What follows belongs to an exercise in optimizing a design on an open flow for small area and a short achievable clock period; a production flow would make more cautious choices. At most, simulation tests tie the RTL to the original design; equivalence was not proved. Only the layout flow was run in run 3; the RTL was not checked for function there. Power figures rest on the tool's default switching activity, not on a simulated workload.

==> flow/flow/run.sh <==
#!/bin/bash
# Standard ORFS layout, with two changes:
#  - clock tree: no dummy loads, sink clusters of 25 within 80 um;
#  - port buffers: buf_4, not the default pick (a slow delay buffer).
set -euo pipefail
export CTS_ARGS="-sink_clustering_enable -repair_clock_nets -dont_use_dummy_load -sink_clustering_size 25 -sink_clustering_max_diameter 80"
export BUFFER_PORTS_ARGS="-buffer_cell sky130_fd_sc_hd__buf_4"
bash standard.sh > standard.log 2>&1
==> flow/standard.sh <==
#!/bin/bash
# synth_recipe.tcl (not shown) runs the flow's synth.tcl, then flattens the netlist and writes it again
# the make line also repeats each setting of config.mk as NAME=value (left out here)
make -C /OpenROAD-flow-scripts/flow DESIGN_CONFIG=/design/flow/config.mk WORK_HOME=/design/flow/orfs CLKGATE_MAP_FILE= SYNTH_SCRIPT=/design/flow/synth_recipe.tcl "${@:-finish}"
==> flow/config.mk <==
export PLATFORM = sky130hd
export DESIGN_NAME = vga_pixel_fifo
export DESIGN_NICKNAME = vga_pixel_fifo
export VERILOG_FILES = /design/flow/design.v
export SDC_FILE = /design/flow/constraint.sdc
export NUM_CORES = 4
export LEC_CHECK = 0
export CAP_MARGIN = 20
export CORE_MARGIN = 2
export CORE_UTILIZATION = 55
export PLACE_DENSITY = 0.65
export SETUP_SLACK_MARGIN = 1.45
export SLEW_MARGIN = 20
export SYNTH_HIERARCHICAL = 1
export SYNTH_MINIMUM_KEEP_SIZE = 0
==> flow/constraint.sdc <==
create_clock -name core_clock -period 3.3 [get_ports {clk}]
set_input_delay 0.6600 -clock core_clock [delete_from_list [all_inputs] [get_ports {clk}]]
set_output_delay 0.6600 -clock core_clock [all_outputs]
set_load 0.01 [all_outputs]
==> flow/design.v <==
module vga_pixel_fifo #(
    parameter  int WIDTH     = 24,
    parameter  int DEPTH     = 64,
    parameter  int AF_THRESH = 48,
    localparam int AW        = $clog2(DEPTH),
    localparam int LW        = AW + 1,
    localparam int NS        = DEPTH,
    localparam int NA        = 8,
    localparam int NB        = NS / NA
) (
    input  logic             clk,
    input  logic             rst,
    input  logic             flush,
    input  logic             wr_en,
    input  logic [WIDTH-1:0] wr_data,
    input  logic             rd_en,
    output logic [WIDTH-1:0] pixel_out,
    output logic             fifo_empty,
    output logic             fifo_full,
    output logic             almost_full,
    output logic [LW-1:0]    level,
    output logic             overflow,
    output logic             underflow
);
    logic [WIDTH-1:0] mem_r [NS];
    logic [NA-1:0]    wr_a_r;        
    logic [NB-1:0]    wr_b_r;        
    logic [NS-1:0]    rd_sel_r;      
    logic [NS-1:0]    rd_sel2_r;     
    logic [LW-1:0]    level_r;
    logic [WIDTH-1:0] head_r;
    logic             empty_r;       
    logic             full_r;        
    logic             ne_r;          
    logic             nf_r;          
    logic             low_r;         
    logic             ge2_r;         
    logic             mid_r;         
    logic             almost_full_r;
    logic             overflow_r;
    logic             underflow_r;
    logic             pop_s;
    logic             push_s;
    logic             mem_we_s;
    logic             head_we_s;
    logic             up_s;
    logic             dn_s;
    logic [LW-1:0]    level_next_s;
    logic             empty_next_s;
    logic             low_next_s;
    logic             full_next_s;
    logic             mid_next_s;
    logic             af_next_s;
    logic             head_rd_s;     
    logic [WIDTH-1:0] head_oth_s;    
    logic [WIDTH-1:0] head_next_s;
    always_comb begin
        pop_s     = rd_en & ~empty_r;
        push_s    = wr_en & (nf_r | rd_en);
        mem_we_s  = wr_en & (rd_en ? ge2_r : mid_r);
        head_we_s = empty_r ? wr_en : rd_en;
        head_rd_s = rd_en & ge2_r;
        head_oth_s = (head_we_s & low_r) ? wr_data : head_r;
        up_s      = wr_en & (rd_en ? empty_r : nf_r);
        dn_s      = rd_en & ~empty_r & ~wr_en;
        if (up_s) begin
            level_next_s = level_r + LW'(1);
            empty_next_s = 1'b0;
            low_next_s   = empty_r;
            full_next_s  = (level_r == LW'(DEPTH - 1));
            mid_next_s   = (level_r != LW'(DEPTH - 1));
            af_next_s    = (level_r >= LW'(AF_THRESH - 1));
        end else if (dn_s) begin
            level_next_s = level_r - LW'(1);
            empty_next_s = (level_r == LW'(1));
            low_next_s   = (level_r <= LW'(2));
            full_next_s  = 1'b0;
            mid_next_s   = (level_r >= LW'(2));
            af_next_s    = (level_r >= LW'(AF_THRESH + 1));
        end else begin
            level_next_s = level_r;
            empty_next_s = empty_r;
            low_next_s   = low_r;
            full_next_s  = full_r;
            mid_next_s   = mid_r;
            af_next_s    = almost_full_r;
        end
    end
    for (genvar b = 0; b < WIDTH; b++) begin : g_rd
        logic [NS-1:0] s_x;
        assign s_x = (b < WIDTH / 2) ? rd_sel_r : rd_sel2_r;
        logic [NS-1:0] d_x;
        logic [7:0]    l2;           
        logic [3:0]    l3_n;         
        for (genvar k = 0; k < NS; k++) begin : g_d
            assign d_x[k] = mem_r[k][b];
        end
        for (genvar j = 0; j < 8; j++) begin : g_l2
            vga_pixel_fifo_ao8 u_ao (.s(s_x[8*j +: 8]), .d(d_x[8*j +: 8]), .y(l2[j]));
        end
        for (genvar j = 0; j < 4; j++) begin : g_l3
            vga_pixel_fifo_nor2 u_nor (.a(l2[2*j]), .b(l2[2*j+1]), .y(l3_n[j]));
        end
        vga_pixel_fifo_hmux u_l4 (
            .a(l3_n), .s(head_rd_s), .o(head_oth_s[b]), .y(head_next_s[b]));
    end
    always_ff @(posedge clk) begin
        for (int i = 0; i < NS; i++) begin
            if (wr_a_r[i % NA] && wr_b_r[i / NA]) begin
                mem_r[i] <= wr_data;
            end
        end
    end
    always_ff @(posedge clk or negedge rst) begin
        if (!rst) begin
            head_r <= {WIDTH{1'b0}};
        end else begin
            head_r <= head_next_s;
        end
    end
    always_ff @(posedge clk or negedge rst) begin
        if (!rst) begin
            wr_a_r        <= NA'(1);
            wr_b_r        <= NB'(1);
            rd_sel_r      <= NS'(1);
            rd_sel2_r     <= NS'(1);
            level_r       <= {LW{1'b0}};
            empty_r       <= 1'b1;
            full_r        <= 1'b0;
            ne_r          <= 1'b0;
            nf_r          <= 1'b1;
            low_r         <= 1'b1;
            ge2_r         <= 1'b0;
            mid_r         <= 1'b0;
            almost_full_r <= 1'b0;
            overflow_r    <= 1'b0;
            underflow_r   <= 1'b0;
        end else if (flush) begin
            wr_a_r        <= NA'(1);
            wr_b_r        <= NB'(1);
            rd_sel_r      <= NS'(1);
            rd_sel2_r     <= NS'(1);
            level_r       <= {LW{1'b0}};
            empty_r       <= 1'b1;
            full_r        <= 1'b0;
            ne_r          <= 1'b0;
            nf_r          <= 1'b1;
            low_r         <= 1'b1;
            ge2_r         <= 1'b0;
            mid_r         <= 1'b0;
            almost_full_r <= 1'b0;
            overflow_r    <= 1'b0;
            underflow_r   <= 1'b0;
        end else begin
            if (mem_we_s) begin
                wr_a_r <= {wr_a_r[NA-2:0], wr_a_r[NA-1]};
                if (wr_a_r[NA-1]) wr_b_r <= {wr_b_r[NB-2:0], wr_b_r[NB-1]};
            end
            if (rd_en & ge2_r) begin
                rd_sel_r  <= {rd_sel_r[NS-2:0], rd_sel_r[NS-1]};
                rd_sel2_r <= {rd_sel2_r[NS-2:0], rd_sel2_r[NS-1]};
            end
            level_r       <= level_next_s;
            empty_r       <= empty_next_s;
            full_r        <= full_next_s;
            ne_r          <= ~empty_next_s;
            nf_r          <= ~full_next_s;
            low_r         <= low_next_s;
            ge2_r         <= ~low_next_s;
            mid_r         <= mid_next_s;
            almost_full_r <= af_next_s;
            overflow_r    <= overflow_r | (wr_en & full_r & ~rd_en);
            underflow_r   <= underflow_r | (rd_en & empty_r);
        end
    end
    assign pixel_out   = head_r;
    assign fifo_empty  = ~ne_r;
    assign fifo_full   = full_r;
    assign almost_full = almost_full_r;
    assign level       = level_r;
    assign overflow    = overflow_r;
    assign underflow   = underflow_r;
endmodule
module vga_pixel_fifo_ao8 (
    input  logic [7:0] s,
    input  logic [7:0] d,
    output logic       y
);
    assign y = |(s & d);
endmodule
module vga_pixel_fifo_nor2 (
    input  logic a, b,
    output logic y
);
    assign y = ~(a | b);
endmodule
module vga_pixel_fifo_hmux (
    input  logic [3:0] a,
    input  logic       s,
    input  logic       o,
    output logic       y
);
    assign y = s ? ~(&a) : o;
endmodule
==> flow_results.org, run 1 <==
** Placement
- In this run the tool buffered the top-level ports with 64 buffer cells.
- Counting tap cells, the placed design contains a total of 5099 instances.
- After detailed placement, the total cell area comes to 0.06494 sq mm.
- Routability-driven placement congestion ratio :: 0.7875
- DPL Wire Length :: 90870 um

** Finish
- In the final layout, the multi-input gates occupy 0.01167 sq mm.
- Count of fill cells added during filler insertion :: 8152
- The net count of the finished layout is 3762.
- The number of antenna diodes in the final layout is 0.
- Relative to the synthesized area, the layout overhead comes to 10.44%.
- The finished cells cover 0.06842 sq mm.
- Across the whole layout, storage elements account for 0.05095 sq mm.
- Of the cells placed in the final design, the portion with a size suffix greater than 1 is 16.07%.
- Final Instance Count excl. Fillers :: 5227

** Setup path
- Setup slack on the worst reg-to-reg path comes out at 1280 ps.
- Critical path type :: reg2reg
- The startpoint identified for the worst register-to-register timing path is rd_sel_r[32]$_DFFE_PN0P_.
- On the worst path, the slowest cell contributes a delay of 510 ps.
- Launching element of the worst setup path :: rd_sel_r[32]$_DFFE_PN0P_
- Max Fanout on Critical Path :: 6
- In this run the worst setup path terminates at head_r[7]$_DFF_PN0_.
- The endpoint identified for the worst register-to-register timing path is head_r[7]$_DFF_PN0_.
- Among all stages on the critical path, the largest delay is contributed by sky130_fd_sc_hd__dfrtp_4.
- Sum of buffers and inverters on the critical path :: 1
- Gate family responsible for the most delay along the worst path :: simple AND/OR/NAND/NOR gates
- Kind of end point of the critical path :: flip-flop
- Worst path required time :: 3840 ps
- Counting buffers and inverters, the worst setup path is 6 cells deep.
- Critical-path cell list :: buf_12 -> a22oi_1 -> nand4_1 -> nor2_1 -> and4_1 -> a21oi_2
- Startpoint class of the critical path :: flip-flop
- Cells on worst reg2reg path :: 6
- Arrival time worst endpoint :: 2560 ps

** Clock tree
- CTS root buf :: sky130_fd_sc_hd__clkbuf_16
- The H-tree was split into 3 levels.
- The clock net in this run drives a total of 1721 sinks.
- Clock transition at path regs :: 100 ps
- TritonCTS built the clock tree.
- Clock tree buffer depth :: 3
- TritonCTS created 79 clock buffers.
- Clock latency of the later-clocked register in the worst-skew pair :: 690 ps

** Drt
- Remaining antenna violation count after routing :: 0
- The routed design has 164000 um of wire.
- Dividing the detail-routed via count by the number of cells gives 6.658.
- Avg WL per Cell :: 31.37 um
- Residual DRC count :: 0
- The first detailed-routing pass took 6 iterations.
- First DRT Iteration DRCs :: 4699
- The routed layout has 34800 vias.

** Run
- Across the run, the number of max-cap violations was 0.

** STA
- Number of hold violations in the final report :: 0
- Based on the critical path, the design can be clocked at up to 0.4949 GHz.
- Setup repair after global routing missed its margin :: true
- Portion of the clock cycle consumed by the worst path in the final layout :: 61.23%
- For the pin with the worst max-slew slack, the measured transition is 864.1 ps.
- Minimum period implied by the final worst setup slack :: 2020 ps
- For the final routed database, the setup TNS stands at 0 ps.
- Final hold slack :: 190.9 ps
- Number of pins exceeding their max-slew limit in the final report :: 0
- For the final database, setup skew stands at 47.00 ps.
- Setup violations remaining at the end of the flow were counted as 0.
- Worst relative slew slack :: 42.39%

** Logic synthesis
- Area fraction of the dominant cell type after synthesis :: 74.45%
- Syn Inst Count :: 3503
- Of all flip-flops after synthesis, the portion carrying an async set or reset was 10.75%.
- Among all flip-flop cells after synthesis, the most frequent one is sky130_fd_sc_hd__edfxtp_1.
- Count of cell types in the netlist :: 49
- Sequential-to-total area share from yosys stat :: 81.94%
- Number of storage elements in the synthesis netlist :: 1721
- Synthesized net count :: 3536
- Summed over all instances, the cell type with the most area after synthesis is sky130_fd_sc_hd__edfxtp_1.
- By count the netlist is led by 1536 x sky130_fd_sc_hd__edfxtp_1, 769 x sky130_fd_sc_hd__a22oi_1, 262 x sky130_fd_sc_hd__nand2_1.
- Ranked by total cell area, the synthesized netlist is headed by sky130_fd_sc_hd__edfxtp_1 74%, sky130_fd_sc_hd__a22oi_1 9.3%, sky130_fd_sc_hd__dfrtp_1 7.2%.
- In this run, synthesis inferred 1536 flip-flops with an integrated enable.
- After synthesis, the mean cell area works out to 17.68 sq um.
- Yosys warning count :: 8
- Among all cell types in the netlist, the one instantiated most often is sky130_fd_sc_hd__edfxtp_1.
- Netlist Area Pre-Place :: 0.06195 sq mm

** GRT
- The number of antenna violations at the first check in global routing was 9.
- Entering global routing, the biggest net connects 129 pins.
- Global routing used 27.78% of the available tracks.
- The via count of the first global-routing pass was 32720.
- For this run the aggregate overflow at the end of global routing stands at 0.
- First-pass GRT wire length :: 232100 um

** Worst hold path
- Worst hold-check path type :: in2reg

** Floorplanning
- Once the floorplan was initialized, standard cells occupied 55.29% of the core.
- The floorplan has 123 rows.
- Die area :: 0.1153 sq mm
- For this design the top-level I/O count stands at 65.
- The floorplan step set the die height to 339.6 um.
- From left edge to right edge, the die measures 339.6 um.
- The core region is 0.1120 sq mm.

** Power and ir drop
- Highest ir drop seen on vdd :: 0.3983 mV
- PD cells :: 526.6 mW/mm^2
- For this design the static power due to leakage is 21.23 nW.
- The completed layout was analyzed and its total power is 36.03 mW.

** Status
- The flow ran to the end and the layout has no timing, DRC or antenna violations.
## timing repair
action / CTS / global route
endpoints found under the setup margin: 171 / 97
pin swaps: 5 / 54
hold buffers: 1 / 0
setup buffers: 17 / 27
hold endpoints to repair: 17 / 0
gates resized for setup: 219 / 154
gates cloned: 1 / 3
## kinds of logic after synthesis
kind of cell	synth area share (%)
DFF	81.94
AOI/OAI and AO/OA	11.00
muxes	0.8099
buffers and inverters	0.4342
xor gates and xnor gates	0.01414
and+or+nand+nor	5.722
adders and majority gates	0.08079
## report_power, final
group | internal, mW | switching, mW | total, mW | leakage (nW)
Combinational | 0.488 | 0.962 | 1.45 | 4.14
Clock | 4.30 | 6.24 | 10.5 | 0.974
Sequential | 23.8 | 0.202 | 24.0 | 16.1
## sequential cells by signal (all words and copies together), names as in the netlist, 7 cells and up
name and cells:
mem_r 1536, rd_sel_r 64, wr_b_r 8, rd_sel2_r 64, head_r 24, wr_a_r 8, level_r 7
## per-module statistics from Yosys, one instance, submodules excluded
| module | flops+latches | cells inside | copies in the design | cell area (sq um) |
|---|---|---|---|---|
| vga_pixel_fifo | 1721 | 2375 | 1 | 54110 |
| vga_pixel_fifo_nor2 | 0 | 1 | 96 | 3.754 |
| vga_pixel_fifo_hmux | 0 | 3 | 24 | 21.27 |
| vga_pixel_fifo_ao8 | 0 | 5 | 192 | 36.28 |
## how the worst min path moves through the flow
stage | start | end | slack, ps | cells after the start
2_1_floorplan | rst | almost_full_r$_DFFE_PN0P_ | 360 | 0
3_3_place_gp | overflow_r$_DFF_PN0_ | overflow_r$_DFF_PN0_ | 480 | 2
3_5_place_dp | overflow_r$_DFF_PN0_ | overflow_r$_DFF_PN0_ | 490 | 2
4_1_cts | flush | underflow_r$_DFF_PN0_ | 160 | 2
5_1_grt | flush | overflow_r$_DFF_PN0_ | 170 | 2
6_report | flush | underflow_r$_DFF_PN0_ | 190 | 2
## per-stage QoR
step	util, %	setup slack (ps)
floorplan	-	1287
global placement	57.96	929.5
detailed placement	57.96	920.7
CTS	60.38	1279
global route	61.07	1260
finish	61.07	1280
## layout by cell type (no fill, tap or decap), types with 3 or more instances in the layout
cell type / Yosys / layout
sky130_fd_sc_hd__a21bo_4: 0 / 3
sky130_fd_sc_hd__a21oi_1: 135 / 135
sky130_fd_sc_hd__a21oi_2: 24 / 24
sky130_fd_sc_hd__a22oi_1: 769 / 751
sky130_fd_sc_hd__a22oi_2: 0 / 18
sky130_fd_sc_hd__a32oi_1: 3 / 3
sky130_fd_sc_hd__and2_1: 67 / 61
sky130_fd_sc_hd__and2_2: 0 / 3
sky130_fd_sc_hd__and2_4: 0 / 3
sky130_fd_sc_hd__and4_1: 25 / 24
sky130_fd_sc_hd__buf_12: 0 / 12
sky130_fd_sc_hd__buf_4: 0 / 133
sky130_fd_sc_hd__buf_6: 2 / 45
sky130_fd_sc_hd__buf_8: 0 / 4
sky130_fd_sc_hd__clkbuf_16: 0 / 81
sky130_fd_sc_hd__dfrtp_1: 178 / 46
sky130_fd_sc_hd__dfrtp_2: 0 / 124
sky130_fd_sc_hd__dfrtp_4: 0 / 8
sky130_fd_sc_hd__dfstp_2: 7 / 7
sky130_fd_sc_hd__edfxtp_1: 1536 / 1536
sky130_fd_sc_hd__ha_1: 4 / 4
sky130_fd_sc_hd__inv_1: 9 / 8
sky130_fd_sc_hd__mux2_2: 27 / 12
sky130_fd_sc_hd__mux2_4: 1 / 16
sky130_fd_sc_hd__mux2i_1: 16 / 16
sky130_fd_sc_hd__nand2_1: 262 / 260
sky130_fd_sc_hd__nand3_1: 5 / 5
sky130_fd_sc_hd__nand4_1: 192 / 192
sky130_fd_sc_hd__nor2_1: 147 / 54
sky130_fd_sc_hd__nor2_2: 0 / 36
sky130_fd_sc_hd__nor2_4: 0 / 57
sky130_fd_sc_hd__nor2b_1: 4 / 4
sky130_fd_sc_hd__nor3_1: 7 / 7
## area by class of cell
class,count,share of cell area [%]
clock buffer,79,2.890
inverter,10,0.06584
timing repair buffer,199,2.774
multi-input combinational,1718,17.06
sequential,1721,74.47
tap,1500,2.743
## routing by layer
layer  wire, um  track usage (%)
met1      65930            41.30
met2      78830            44.76
met4       4275            6.158
met5          7                0
met3      14920            3.405
## worst reg2reg max path: stages, from the launching register on
cell and delay [ps]:
sky130_fd_sc_hd__dfrtp_4 510, sky130_fd_sc_hd__buf_12 160, sky130_fd_sc_hd__a22oi_1 190, sky130_fd_sc_hd__nand4_1 220, sky130_fd_sc_hd__nor2_1 300, sky130_fd_sc_hd__and4_1 390
sky130_fd_sc_hd__a21oi_2 90
==> run 2, diff against run 1 <==
--- a/flow/config.mk
+++ b/flow/config.mk
@@ -9,7 +9,7 @@
 export CORE_MARGIN = 2
 export CORE_UTILIZATION = 55
 export PLACE_DENSITY = 0.65
-export SETUP_SLACK_MARGIN = 1.45
+export SETUP_SLACK_MARGIN = 1.6
 export SLEW_MARGIN = 20
 export SYNTH_HIERARCHICAL = 1
 export SYNTH_MINIMUM_KEEP_SIZE = 0
==> run 2 against run 1 <==
  * Clock power about the same
  * Clock skew increased by 3.7 ps
  * Final cell count increased by 2.8%
  * Clock-buffer cell count unchanged
  * Synthesized cell count unchanged
  * Non-clock buffer count increased by 142
==> flow_results.org, run 2 <==
** GRT
- The remaining global-route overflow is 0 (unchanged).
- Initial antenna violation count :: 13 (was 9)
- GRT Util Overall :: 28.05% (was 27.78%)
- The maximum number of pins on one net before global-route repair was 162 (was 129).
- Vias in the first global route :: 33550 (was 32720)
- The global-route wire length before repair is 234600 um (was 232100 um).

** Logic synthesis
- Area fraction of the dominant cell type after synthesis :: 74.45% (unchanged)
- The distinct cell type count of the synthesized netlist is 49 (unchanged).
- Leading post-synthesis cells by instance count: 1536 x sky130_fd_sc_hd__edfxtp_1, 769 x sky130_fd_sc_hd__a22oi_1, 262 x sky130_fd_sc_hd__nand2_1 (unchanged).
- Top cell type by total area after synthesis :: sky130_fd_sc_hd__edfxtp_1 (unchanged)
- The synthesized net count is 3536 (unchanged).
- The post-synthesis sequential element count came to 1721 (unchanged).
- The leading cell type by number of instances after synthesis was sky130_fd_sc_hd__edfxtp_1 (unchanged).
- Netlist Area Pre-Place :: 0.06195 sq mm (unchanged)
- The predominant post-synthesis flop cell is sky130_fd_sc_hd__edfxtp_1 (unchanged).
- Main area contributors after synthesis :: sky130_fd_sc_hd__edfxtp_1 74%, sky130_fd_sc_hd__a22oi_1 9.3%, sky130_fd_sc_hd__dfrtp_1 7.2% (unchanged)
- Synthesized area divided by synthesized cell count :: 17.68 sq um (unchanged)
- Sequential-to-total area share from yosys stat :: 81.94% (unchanged)
- The number of instances in the synthesized netlist is 3503 (unchanged).
- The number of enable-type register cells in the synthesized netlist came to 1536 (unchanged).
- FFs w/ async S/R, synth :: 10.75% (unchanged)
- The number of synthesis warnings is 8 (unchanged).

** STA
- The worst slew margin relative to its limit is 31.18% (was 42.39%).
- The number of failing setup endpoints in the final timing report came to 0 (unchanged).
- The achievable frequency was 0.5020 GHz (was 0.4949 GHz).
- Number of pins exceeding their max-slew limit in the final report :: 0 (unchanged)
- Final total negative setup slack :: 0 ps (unchanged)
- The final count of hold timing violations was 0 (unchanged).
- Minimum period implied by the final worst setup slack :: 1992 ps (was 2020 ps)
- The actual slew at the worst max-slew pin was 1032 ps (was 864.1 ps).
- Final worst clock skew :: 50.71 ps (was 47.00 ps)
- Setup repair after global routing missed its margin :: true (unchanged)
- The fraction of the cycle the final worst path needs came to 60.37% (was 61.23%).

** Drt
- Post-detailed-routing wire length :: 165000 um (was 164000 um)
- Avg WL per Cell :: 30.71 um (was 31.37 um)
- The DRC violation count after routing was 0 (unchanged).
- First DRT Iteration DRCs :: 4520 (was 4699)
- Via count :: 35340 (was 34800)
- First-pass DRT Iterations :: 6 (unchanged)
- Drt via density :: 6.579 (was 6.658)
- Remaining antenna violation count after routing :: 0 (unchanged)

** Clock tree
- Clock latency of the later-clocked register in the worst-skew pair :: 690 ps (about the same)
- Clock tree buffer depth :: 3 (unchanged)
- Clock transition at path regs :: 100 ps (about the same)
- CTS root buf :: sky130_fd_sc_hd__clkbuf_16 (unchanged)
- The number of CTS-inserted buffers came to 79 (unchanged).
- The clock tree from TritonCTS is yes (unchanged).
- Clock net sink count :: 1721 (unchanged)
- The H-tree depth is 3 (unchanged).

** Setup path
- The data required time of the worst path is 2640 ps (was 3840 ps).
- Reg-to-reg setup timing slack :: 1390 ps (was 1280 ps)
- The number of cell instances on the worst register-to-register path was 6 (unchanged).
- The launch point of the worst path was head_r[8]$_DFF_PN0_ (was rd_sel_r[32]$_DFFE_PN0P_).
- The kind of start point of the critical path was a flip-flop (unchanged).
- Worst flop-to-flop path endpoint :: head_r[23]$_DFF_PN0_ (was head_r[7]$_DFF_PN0_)
- Sum of buffers and inverters on the critical path :: 1 (unchanged)
- Critical-path cell list: buf_6 (was buf_12 -> a22oi_1 -> nand4_1 -> nor2_1 -> and4_1 -> a21oi_2).
- Gate family responsible for the most delay along the worst path :: flip-flops (was simple AND/OR/NAND/NOR gates)
- The number of cells on the critical path came to 1 (was 6).
- The slowest library cell on the worst path was sky130_fd_sc_hd__dfrtp_2 (was sky130_fd_sc_hd__dfrtp_4).
- The worst flop-to-flop path startpoint is rd_sel2_r[61]$_DFFE_PN0P_ (was rd_sel_r[32]$_DFFE_PN0P_).
- The classification of the worst setup path was reg2out (was reg2reg).
- The type of element capturing the critical path is an output port (was flip-flop).
- The biggest fanout along the worst timing path is 2 (was 6).
- Critical Path End :: pixel_out[8] (was head_r[7]$_DFF_PN0_)
- The critical path data arrival time came to 1330 ps (was 2560 ps).
- Delay of the slowest cell on the worst path :: 490 ps (was 510 ps)

** Worst hold path
- Worst hold-check path type :: in2reg (unchanged)
- The start point of the worst hold path is rd_en (was flush).

** Finish
- Largest Register :: mem_r (unchanged)
- Leading cell type in the layout, fill and taps excluded :: sky130_fd_sc_hd__edfxtp_1 (unchanged)
- Top library cells by usage in the layout, fill and taps aside :: 1536 x sky130_fd_sc_hd__edfxtp_1, 672 x sky130_fd_sc_hd__a22oi_1, 260 x sky130_fd_sc_hd__nand2_1, 226 x sky130_fd_sc_hd__buf_4, 192 x sky130_fd_sc_hd__nand4_1 (was 1536 x sky130_fd_sc_hd__edfxtp_1, 751 x sky130_fd_sc_hd__a22oi_1, 260 x sky130_fd_sc_hd__nand2_1, 192 x sky130_fd_sc_hd__nand4_1, 135 x sky130_fd_sc_hd__a21oi_1)
- Largest registers: mem_r (1536), rd_sel2_r (64), rd_sel_r (64) (unchanged).
- Max reg flops :: 1536 (unchanged)
- Layout cell share with drive strength beyond 1 :: 22.33% (was 16.07%)
- Sequential cell area :: 0.05098 sq mm (was 0.05095 sq mm)
- The number of nets in the finished design was 3905 (was 3762).
- The final-layout fill cell count came to 7956 (was 8152).
- Post-synthesis to final-layout area growth :: 13.60% (was 10.44%)
- The area of combinational cells with multiple inputs came to 0.01215 sq mm (was 0.01167 sq mm).

** Floorplanning
- The count of pins on the block boundary came to 65 (unchanged).
- The initial standard-cell utilization of the core came to 55.29% (unchanged).
- Die area :: 0.1153 sq mm (unchanged)
- Die Y-Extent :: 339.6 um (unchanged)
- Overall die width :: 339.6 um (unchanged)
- The placeable core area was 0.1120 sq mm (unchanged).
- Number of standard-cell rows in the floorplan :: 123 (unchanged)

** Run
- The number of max-cap violations was 0 (unchanged).

** Placement
- The HPWL after detailed placement is 90670 um (was 90870 um).
- The number of input and output port buffers inserted was 64 (unchanged).
- Routability-driven placement congestion ratio :: 0.7981 (was 0.7875)

** Status
- Outcome: finished clean (unchanged).

** Power and ir drop
- The leakage power is 22.09 nW (was 21.23 nW).
- The power per cell area came to 510.8 mW/mm^2 (was 526.6 mW/mm^2).
- The worst voltage drop across the vdd grid came to 0.4427 mV (was 0.3983 mV).
- Post-layout total power :: 35.95 mW (was 36.03 mW)
[run 2: cell counts after synthesis]
Identical to the previous run, type by type.
[run 2: what timing repair did]
| item | in CTS | in global routing |
|---|---|---|
| endpoints found under the setup margin | 606 | 127 |
| hold endpoints to repair | 28 | 0 |
| setup buffers | 125 | 65 |
| cloned | 3 | 2 |
| pin swaps | 176 | 86 |
| hold buffers | 1 | 0 |
| gates resized for setup | 439 | 94 |
[run 2: cell families after synthesis]
logic type                 synth area share [%]
muxes                                    0.8099
buffers and inverters                    0.4342
and+or+nand+nor                           5.722
AOI/OAI and AO/OA                         11.00
adders and majority gates               0.08079
xor gates and xnor gates                0.01414
DFF                                       81.94
[run 2: worst reg2reg max path, delay by kind of cell, from the launching register on]
family / cells / cell delay [ps]
compound gates: 2 / 280
buf+inv: 1 / 220
flops: 1 / 510
simple gates: 3 / 800
[run 2: layer usage]
metal  vias to the layer above  track usage (%)  part of all wire [%]
met5                         -                0                 0.016
met4                         4            7.836                   3.0
met3                       213            4.189                   9.0
met2                      1693            44.23                    47
met1                     18380            41.35                    40
li1                      15050                -                     -
[run 2: layout make-up]
class                      count  share of cell area (%)
multi-input combinational   1719                   17.26
timing repair buffer         341                   4.733
antenna                        2                0.007111
tap                         1500                   2.667
clock buffer                  79                   2.809
inverter                      10                 0.07645
sequential                  1721                   72.44
[run 2: worst min-delay path by stage]
stage / endpoint / slack (ps) / depth (start not counted)
after floorplan: almost_full_r$_DFFE_PN0P_ / 360 / 0
after detailed placement: overflow_r$_DFF_PN0_ / 500 / 2
final: underflow_r$_DFF_PN0_ / 350 / 3
after global placement: overflow_r$_DFF_PN0_ / 480 / 2
after global routing: underflow_r$_DFF_PN0_ / 360 / 3
after CTS: underflow_r$_DFF_PN0_ / 320 / 3
[run 2: Yosys stat by module, one instance, submodules excluded]
module / cells / area, sq um
vga_pixel_fifo_nor2: 1 / 3.754
vga_pixel_fifo: 2375 / 54110
vga_pixel_fifo_hmux: 3 / 21.27
vga_pixel_fifo_ao8: 5 / 36.28
[run 2: per-stage QoR]
stage / hold WS, ps / cell area (sq um) / instances / setup slack (ps) / util (%)
after floorplan: 364.4 / 62070 / 3503 / 1287 / -
after global placement: 483.4 / 64900 / 5095 / 955.3 / 57.93
after detailed placement: 498.4 / 64900 / 5095 / 979.0 / 57.93
after CTS: 318.6 / 69440 / 5303 / 1263 / 61.98
after global routing: 363.3 / 70370 / 5370 / 1272 / 62.81
final: 351.2 / 70380 / 5372 / 1308 / 62.82
[run 2: power by group]
group | switching, mW | total [mW] | internal (mW)
registers | 0.197 | 24.0 | 23.8
logic | 0.927 | 1.40 | 0.472
clock network | 6.21 | 10.5 | 4.30
==> run 3, diff against run 2 <==
--- a/flow/design.v
+++ b/flow/design.v
@@ -111,12 +111,8 @@
             end
         end
     end
-    always_ff @(posedge clk or negedge rst) begin
-        if (!rst) begin
-            head_r <= {WIDTH{1'b0}};
-        end else begin
-            head_r <= head_next_s;
-        end
+    always_ff @(posedge clk) begin
+        head_r <= head_next_s;
     end
     always_ff @(posedge clk or negedge rst) begin
         if (!rst) begin
==> run 3 against run 2 <==
  * Still clean on timing, DRC and antenna
  * Utilization is 0.48 points lower
  * Critical path depth grew 4
  * Synthesized cell count stayed put
  * Critical path type is now reg2reg
  * Critical endpoint is now head_r[22]$_DFF_P_
==> flow_results.org, run 3 <==
** Status
- Outcome :: finished clean (unchanged)

** Setup path
- The kind of start point of the critical path is a flip-flop (unchanged).
- The type of element capturing the critical path is a flip-flop (was output port).
- Critical path type :: reg2reg (was reg2out)
- Max Fanout on Critical Path :: 8 (was 2)
- Worst path required time :: 3860 ps (was 2640 ps)
- Arrival time worst endpoint :: 2570 ps (was 1330 ps)

** Logic synthesis
- Main synth FF type :: sky130_fd_sc_hd__edfxtp_1 (unchanged)
- The synthesized net count was 3536 (unchanged).
- Synthesized area divided by synthesized cell count :: 17.65 sq um (was 17.68 sq um)
- Netlist Area Pre-Place :: 0.06183 sq mm (was 0.06195 sq mm)
- The cell taking the most area after synthesis is sky130_fd_sc_hd__edfxtp_1 (unchanged).
- Number of storage elements in the synthesis netlist :: 1721 (unchanged)
- The share of the yosys chip area belonging to registers was 81.91% (was 81.94%).
- Most instantiated library cell after synthesis :: sky130_fd_sc_hd__edfxtp_1 (unchanged)
- The async set-reset flop share out of synthesis is 9.355% (was 10.75%).
- Main area contributors after synthesis: sky130_fd_sc_hd__edfxtp_1 75%, sky130_fd_sc_hd__a22oi_1 9.3%, sky130_fd_sc_hd__dfrtp_1 6.2% (was sky130_fd_sc_hd__edfxtp_1 74%, sky130_fd_sc_hd__a22oi_1 9.3%, sky130_fd_sc_hd__dfrtp_1 7.2%).
- Leading post-synthesis cells by instance count :: 1536 x sky130_fd_sc_hd__edfxtp_1, 769 x sky130_fd_sc_hd__a22oi_1, 262 x sky130_fd_sc_hd__nand2_1 (unchanged)
- The top-area cell type share of the netlist area came to 74.60% (was 74.45%).
- The number of instances in the synthesized netlist is 3503 (unchanged).
- The number of synthesis warnings is 8 (unchanged).
- Count of cell types in the netlist :: 50 (was 49)
- The number of enable-type register cells in the synthesized netlist was 1536 (unchanged).

** Placement
- The pre-CTS setup slack came to 884.5 ps (was 979.0 ps).
- Post-DP Area :: 0.06468 sq mm (was 0.06490 sq mm)
- Routability-driven placement congestion ratio :: 0.8192 (was 0.7981)
- DPL Wire Length :: 90760 um (was 90670 um)
- The cell total after placement was 5088 (was 5095).
- I/O Buffers :: 64 (unchanged)

** GRT
- First-pass GRT wire length :: 240400 um (was 234600 um)
- The maximum number of pins on one net before global-route repair is 129 (was 162).
- Total global routing overflow :: 0 (unchanged)
- The global-route usage over all layers is 28.94% (was 28.05%).
- The via count of the first global-routing pass came to 34060 (was 33550).
- The number of antenna violations at the first check in global routing is 7 (was 13).

** Worst hold path
- Worst hold-check path type :: in2reg (unchanged)

** Finish
- Top library cells by usage in the layout, fill and taps aside: 1536 x sky130_fd_sc_hd__edfxtp_1, 675 x sky130_fd_sc_hd__a22oi_1, 260 x sky130_fd_sc_hd__nand2_1, 192 x sky130_fd_sc_hd__nand4_1, 187 x sky130_fd_sc_hd__buf_4 (was 1536 x sky130_fd_sc_hd__edfxtp_1, 672 x sky130_fd_sc_hd__a22oi_1, 260 x sky130_fd_sc_hd__nand2_1, 226 x sky130_fd_sc_hd__buf_4, 192 x sky130_fd_sc_hd__nand4_1).
- The flip-flop count of the largest register, all copies and words added was 1536 (unchanged).
- The synthesis-to-layout area growth is 12.96% (was 13.60%).
- Post-route core utilization :: 62.34% (was 62.82%)
- The most common cell after layout, fill and taps aside is sky130_fd_sc_hd__edfxtp_1 (unchanged).
- Largest registers: mem_r (1536), rd_sel2_r (64), rd_sel_r (64) (unchanged).
- Layout cell share with drive strength beyond 1 :: 21.14% (was 22.33%)
- Cell area after layout :: 0.06984 sq mm (was 0.07038 sq mm)
- Final Instance Count excl. Fillers :: 5335 (was 5372)
- The number of nets in the finished design came to 3867 (was 3905).
- Largest Register :: mem_r (unchanged)

** STA
- Setup-violating endpoint count in the final report :: 0 (unchanged)
- Portion of the clock cycle consumed by the worst path in the final layout :: 60.70% (was 60.37%)
- The final count of hold timing violations is 0 (unchanged).
- The number of pins exceeding their max-slew limit in the final report came to 0 (unchanged).
- Setup repair after global routing missed its margin :: true (unchanged)
- The setup slack after layout was 1297 ps (was 1308 ps).
- The actual slew at the worst max-slew pin was 982.8 ps (was 1032 ps).
- Minimum period implied by the final worst setup slack :: 2003 ps (was 1992 ps)
- The worst slew margin relative to its limit was 34.48% (was 31.18%).
- The achievable frequency was 0.4993 GHz (was 0.5020 GHz).
- The setup total negative slack was 0 ps (unchanged).
- The worst-case clock skew was 43.90 ps (was 50.71 ps).

** Floorplanning
- The initial standard-cell utilization of the core came to 55.19% (was 55.29%).
- The die footprint came to 0.1151 sq mm (was 0.1153 sq mm).
- The horizontal die dimension came to 339.3 um (was 339.6 um).
- The vertical die dimension came to 339.3 um (was 339.6 um).
- Core region area :: 0.1120 sq mm (unchanged)
- The count of pins on the block boundary is 65 (unchanged).
- The floorplan row count is 123 (unchanged).

** Drt
- The DRC violation count after routing came to 0 (unchanged).
- The length of the first detailed-routing pass in iterations was 6 (unchanged).
- The total via count in the routed design was 35690 (was 35340).
- The sum of routed wire length over all layers was 168500 um (was 165000 um).
- First DRT Iteration DRCs :: 5136 (was 4520)
- The average wire per standard cell is 31.59 um (was 30.71 um).
- The number of nets with antenna violations after detailed routing was 0 (unchanged).
- The routed via count divided by cell count is 6.690 (was 6.579).

** Clock tree
- Num CTS Buffers :: 79 (unchanged)
- The number of buffers between clock root and the deepest sink came to 3 (unchanged).
- The clock slew seen by the registers of the worst setup and hold paths came to 100 ps (about the same).
- The H-tree depth came to 3 (unchanged).
- Clock net sink count :: 1721 (unchanged)
- Clock latency of the later-clocked register in the worst-skew pair :: 700 ps (was 690 ps)
- The clock tree from TritonCTS is yes (unchanged).
- The root buffer cell is sky130_fd_sc_hd__clkbuf_16 (unchanged).

** Power and ir drop
- The worst voltage drop across the vdd grid was 0.4048 mV (was 0.4427 mV).
- PD cells :: 516.4 mW/mm^2 (was 510.8 mW/mm^2)
- Leakage power summed over all cells :: 21.79 nW (was 22.09 nW)

** Run
- The number of max-cap violations is 0 (unchanged).
==> run 3: per-stage QoR <==
step	hold slack (ps)	total power, mW
2_1_floorplan	364.4	24.86
3_3_place_gp	488.8	25.68
3_5_place_dp	499.8	25.72
4_1_cts	202.7	36.13
5_1_grt	231.8	36.97
6_report	224.4	36.06
==> run 3: power by group <==
part	switching [mW]	internal [mW]	total [mW]	leakage (nW)
logic	0.966	0.488	1.45	4.76
clock network	6.24	4.30	10.5	0.974
registers	0.201	23.9	24.1	16.1
total	7.41	28.7	36.1	21.8
==> run 3: layer usage <==
metal | GRT usage (%) | vias up | wire length (um)
li1 | - | 14990 | -
met1 | 43.37 | 18560 | 67930
met2 | 45.31 | 1939 | 78830
met3 | 4.547 | 198 | 17720
met4 | 6.960 | 6 | 4014
met5 | 0 | - | 43
==> run 3: modules after synthesis, one instance, submodules excluded <==
module	times used	flops+latches
vga_pixel_fifo	1	1721
vga_pixel_fifo_ao8	192	0
vga_pixel_fifo_hmux	24	0
vga_pixel_fifo_nor2	96	0
==> run 3: worst max-delay path, cell delays in order, from the launching register on <==
cell                      delay, ps
sky130_fd_sc_hd__dfrtp_4        580
sky130_fd_sc_hd__a22oi_2        190
sky130_fd_sc_hd__nand4_1        380
sky130_fd_sc_hd__nor2_4         380
sky130_fd_sc_hd__and4_4         290
sky130_fd_sc_hd__a21oi_2         50
==> run 3: area by class of cell <==
cell class | count | area (sq um)
Tap cell | 1500 | 1877
Clock buffer | 79 | 1977
Fill cell | 7994 | 42200
Sequential cell | 1721 | 50930
Inverter | 10 | 50.05
Timing Repair Buffer | 303 | 2922
Antenna cell | 3 | 7.507
Multi-Input combinational cell | 1719 | 12080
==> run 3: logic make-up after synthesis <==
kind of cell,count (synthesis),synth area share [%]
flops,1721,81.91
compound gates,945,11.02
simple gates,720,5.733
mux,46,0.8115
buf+inv,66,0.4351
fa+ha+maj,4,0.08095
xor+xnor,1,0.01417
==> run 3: final timing paths <==
kind / startpoint / end / slack, ps / depth (start not counted)
max: rd_sel2_r[18]$_DFFE_PN0P_ / head_r[22]$_DFF_P_ / 1300 / 5
min: flush / level_r[1]$_DFFE_PN0P_ / 220 / 2
max reg2reg: rd_sel2_r[18]$_DFFE_PN0P_ / head_r[22]$_DFF_P_ / 1300 / 5
min reg2reg: almost_full_r$_DFFE_PN0P_ / almost_full_r$_DFFE_PN0P_ / 590 / 2
max in group asynchronous: rst / wr_b_r[0]$_DFFE_PN1P_ / 1840 / 3
min in group asynchronous: rst / level_r[0]$_DFFE_PN0P_ / 570 / 2
==> run 3: what timing repair did <==
action | CTS | global route
pin swaps | 169 | 108
cloned | 4 | 1
buffers inserted | 128 | 31
resized for setup | 464 | 82
hold buffers | 1 | 0
endpoints found under the hold margin | 26 | 0
endpoints found under the setup margin | 398 | 229

## separate check: timing with driven ports
No port has a modelled driver above. Below, the same layouts with a new extraction and two added sets of constraints. Step 1: set_driving_cell puts a clkbuf_16 on clk and a buf_2 on each other input, an assumption about the parent block. Step 2 adds t to the input delays and takes it off the output delays; t is the mean of the earliest and latest rising clock arrival at the registers after step 1. Input paths then give back, and output paths get back, about the clock's delay inside the block. Three values: no drivers, after step 1, after step 2; two values: the first two.
| run | shift t [ns] | setup slack, ns | hold slack, ns | clock arrival spread, ns | slew at the worst register clock pin (ns) |
|---|---|---|---|---|---|
| run 1 | 0.742 | 1.280 / 1.217 / 1.046 | 0.191 / 0.159 / 0.536 | 0.058 / 0.059 | 0.10 / 0.10 |
| run 2 | 0.736 | 1.308 / 1.235 / 1.054 | 0.351 / 0.309 / 0.606 | 0.052 / 0.053 | 0.10 / 0.10 |
| run 3 | 0.756 | 1.297 / 1.297 / 1.045 | 0.224 / 0.184 / 0.587 | 0.046 / 0.046 | 0.10 / 0.10 |
After both steps every run listed still meets setup and hold. For run 2, which loses most, drivers alone change the setup slack by -0.073 ns; drivers and shift together by -0.254 ns.
